Background: an optimization exercise with open tools, aiming at small area. Do not read the settings as production practice. Only simulation tests tie the RTL to the original design; equivalence was not proved. Power is estimated from default activity; no workload was simulated.

## v6
==> flow/design.v <==
`timescale 1ns/1ns
module dcache_top (
    input  logic        clk,
    input  logic        resetn,
    input  logic [1:0]  req_op,
    input  logic [31:0] req_addr,
    input  logic [31:0] req_wdata,
    input  logic [3:0]  req_strb,
    output logic        stall,
    output logic [31:0] rdata,
    output logic [31:0] ar_addr,
    output logic        ar_valid,
    input  logic        ar_ready,
    input  logic [31:0] r_data,
    input  logic        r_valid,
    input  logic        r_last,
    output logic [31:0] aw_addr,
    output logic        aw_valid,
    input  logic        aw_ready,
    output logic [31:0] w_data,
    output logic        w_valid,
    output logic        w_last,
    input  logic        b_valid
);
    localparam logic [2:0] st_idle = 3'd0;   
    localparam logic [2:0] st_aw   = 3'd1;   
    localparam logic [2:0] st_w    = 3'd2;   
    localparam logic [2:0] st_b    = 3'd3;   
    localparam logic [2:0] st_ar   = 3'd4;   
    localparam logic [2:0] st_r    = 3'd5;   
    localparam logic [2:0] st_fill = 3'd6;   
    logic [2:0]    state;
    logic [5:0]    dcnt;
    logic [1:0]    bcnt;
    logic [2047:0] dring;
    logic [415:0]  tring;
    logic [127:0]  fbuf;
    logic [31:0] head;
    logic [23:0] htag;
    logic        hdirty;
    logic        hvalid;
    logic [3:0]  idx;
    logic [5:0]  dcnt_nx;
    logic        nx_line;
    logic        nx_tag_ok;
    logic        nx_check;
    logic        swept;
    logic        hit_q;
    logic        miss_q;
    logic        line_q;
    logic        done;
    logic        wr_now;
    logic        miss_now;
    logic        beat_slot;
    logic        drain;
    logic        fill_now;
    logic [31:0] head_in;
    logic [25:0] thead_in;
    logic [31:0] fb_in;
    logic        fb_en;
    assign head   = dring[31:0];
    assign htag   = tring[23:0];
    assign hdirty = tring[24];
    assign hvalid = tring[25];
    assign idx    = req_addr[7:4];
    assign dcnt_nx   = dcnt + 1'b1;
    assign nx_line   = (dcnt_nx[3:0] == idx);
    assign nx_tag_ok = tring[51] && (tring[49:26] == req_addr[31:8]);
    assign nx_check  = resetn && swept && (req_op != 2'd0) && nx_line;
    always_ff @(posedge clk) begin
        hit_q  <= nx_check && nx_tag_ok && (dcnt_nx[5:4] == req_addr[3:2]);
        miss_q <= nx_check && !nx_tag_ok;
        line_q <= nx_line;
    end
    assign done      = (state == st_idle) && hit_q;
    assign wr_now    = done && req_op[1];
    assign miss_now  = (state == st_idle) && miss_q;
    assign beat_slot = line_q && (dcnt[5:4] == bcnt);   
    assign drain     = (state == st_fill) && beat_slot;
    assign fill_now  = drain && (bcnt == 2'd3);
    assign stall = !done;
    assign rdata = head;
    assign ar_addr  = {req_addr[31:4], 4'd0};
    assign ar_valid = (state == st_ar);
    assign aw_addr  = {fbuf[127:104], idx, 4'd0};
    assign aw_valid = (state == st_aw);
    assign w_data   = head;
    assign w_valid  = (state == st_w) && beat_slot;
    assign w_last   = (bcnt == 2'd3);
    logic [31:0] wmask;
    logic [31:0] dmask;
    always_comb begin
        for (int b = 0; b < 4; b++) begin
            wmask[8 * b +: 8] = {8{wr_now && req_strb[b]}};
        end
        dmask   = {32{drain}};
        head_in = (head & ~(wmask | dmask)) | (req_wdata & wmask) | (fbuf[31:0] & dmask);
    end
    assign thead_in = {swept && (hvalid || fill_now),
                       fill_now ? 1'b0 : (hdirty || wr_now),
                       fill_now ? req_addr[31:8] : htag};
    always_ff @(posedge clk) begin
        dring <= {head_in, dring[2047:32]};
        tring <= {thead_in, tring[415:26]};
    end
    assign fb_en = (state == st_idle) || r_valid || drain;
    assign fb_in = {(state == st_idle) ? htag : r_data[31:8], r_data[7:0]};
    always_ff @(posedge clk) begin
        if (fb_en) begin
            fbuf <= {fb_in, fbuf[127:32]};
        end
    end
    always_ff @(posedge clk) begin
        if (!resetn) begin
            state <= st_idle;
            swept <= 1'b0;
            dcnt  <= '0;
            bcnt  <= '0;
        end else begin
            dcnt <= dcnt_nx;
            if (&dcnt[3:0]) begin
                swept <= 1'b1;
            end
            if (w_valid || drain) begin
                bcnt <= bcnt + 1'b1;
            end
            case (state)
                st_idle: if (miss_now) state <= (hvalid && hdirty) ? st_aw : st_ar;
                st_aw:   if (aw_ready) state <= st_w;
                st_w:    if (beat_slot && bcnt == 2'd3) state <= st_b;
                st_b:    if (b_valid) state <= st_ar;
                st_ar:   if (ar_ready) state <= st_r;
                st_r:    if (r_valid && r_last) state <= st_fill;
                st_fill: if (fill_now) state <= st_idle;
                default: state <= st_idle;
            endcase
        end
    end
endmodule
export LEC_CHECK = 0
export CAP_MARGIN = 20
export CORE_MARGIN = 2
export CORE_UTILIZATION = 65
export CTS_BUF_LIST = sky130_fd_sc_hd__clkbuf_8
export CTS_CLUSTER_DIAMETER = 60
export CTS_CLUSTER_SIZE = 20
export PLACE_DENSITY = 0.8
export SLEW_MARGIN = 20
create_clock -name core_clock -period 8.0 [get_ports {clk}]
standard.sh (not shown) runs the stock make flow with config.mk's settings and CLKGATE_MAP_FILE= SYNTH_SCRIPT=/design/flow/synth_recipe.tcl, a recipe that flattens the netlist after the stock synthesis.
==> flow/flow/run.sh <==
#!/bin/bash
# Standard ORFS layout (the standard.sh, unchanged synthesis), with two
# changes: the clock tree is built from clkbuf_8 without CTS dummy loads, and
# port buffers use buf_1. Each tool's output is logged under orfs/logs; the
# make output goes to flow_make.log in this folder.
set -euo pipefail
export CTS_ARGS="-sink_clustering_enable -repair_clock_nets -buf_list sky130_fd_sc_hd__clkbuf_8 -sink_clustering_size 20 -sink_clustering_max_diameter 60 -dont_use_dummy_load"
export BUFFER_PORTS_ARGS="-buffer_cell sky130_fd_sc_hd__buf_1"
bash standard.sh finish > flow_make.log 2>&1
Inputs modified between v6 and v7:
-- flow/design.v --
<<< v6, line 67
    assign nx_line   = (dcnt_nx[3:0] == idx);
    assign nx_tag_ok = tring[51] && (tring[49:26] == req_addr[31:8]);
    assign nx_check  = resetn && swept && (req_op != 2'd0) && nx_line;
    always_ff @(posedge clk) begin
        hit_q  <= nx_check && nx_tag_ok && (dcnt_nx[5:4] == req_addr[3:2]);
>>> v7, line 67
    assign nx_line   = (dcnt_nx[3:0] == idx);
    assign nx_tag_ok = tring[51] && (tring[49:26] == req_addr[31:8]);
    assign nx_check  = swept && (req_op != 2'd0) && nx_line;
    always_ff @(posedge clk) begin
        hit_q  <= nx_check && nx_tag_ok && (dcnt_nx[5:4] == req_addr[3:2]);
[summary]
Internal power (higher): v7. Diff v6 -> v7 | area used by multi-input combinational logic | decrease of 0.58%. Topmost layer with routed signal wires: met5 -> v7, met4 -> v6. Summary of v7 over v6: source-to-sink clock delay at the later pin of the worst-skew pair rose 0.03 ns; die span in y about even. From v6 to v7 the numbers moved as follows: routed length on met1 climbed 1.5%; normalized max-slew margin went down.

==> static timing again, ports no longer ideal <==
The flow's constraints put no driver on any port. The routed layouts listed below were extracted and timed again, unchanged, in two steps.
Step 1 (the two cells are an assumption about what drives the block):
set clk [get_ports {clk}]
set_driving_cell -lib_cell sky130_fd_sc_hd__clkbuf_16 $clk
set_driving_cell -lib_cell sky130_fd_sc_hd__buf_2 [delete_from_list [all_inputs] $clk]
Step 2 also shifts input and output timing later by t, the mid clock arrival at the registers, as if the neighbouring blocks saw the same clock.
Three values: ideal ports, drivers, drivers and shift; two values: the first two.
run	t (ns)	setup WS [ns]	clock arrival spread, ns	worst register clock-pin slew, ns	worst slew at a driven data input, ns
v6	0.832	4.144 / 4.079 / 4.221	0.099 / 0.100	0.12 / 0.12	0.06
v7	0.843	4.096 / 4.039 / 3.977	0.116 / 0.116	0.12 / 0.12	0.11
After both steps every run listed still meets setup and hold. The setup slack of v7, which loses most, moves by -0.057 ns with the drivers and by -0.119 ns with both steps.
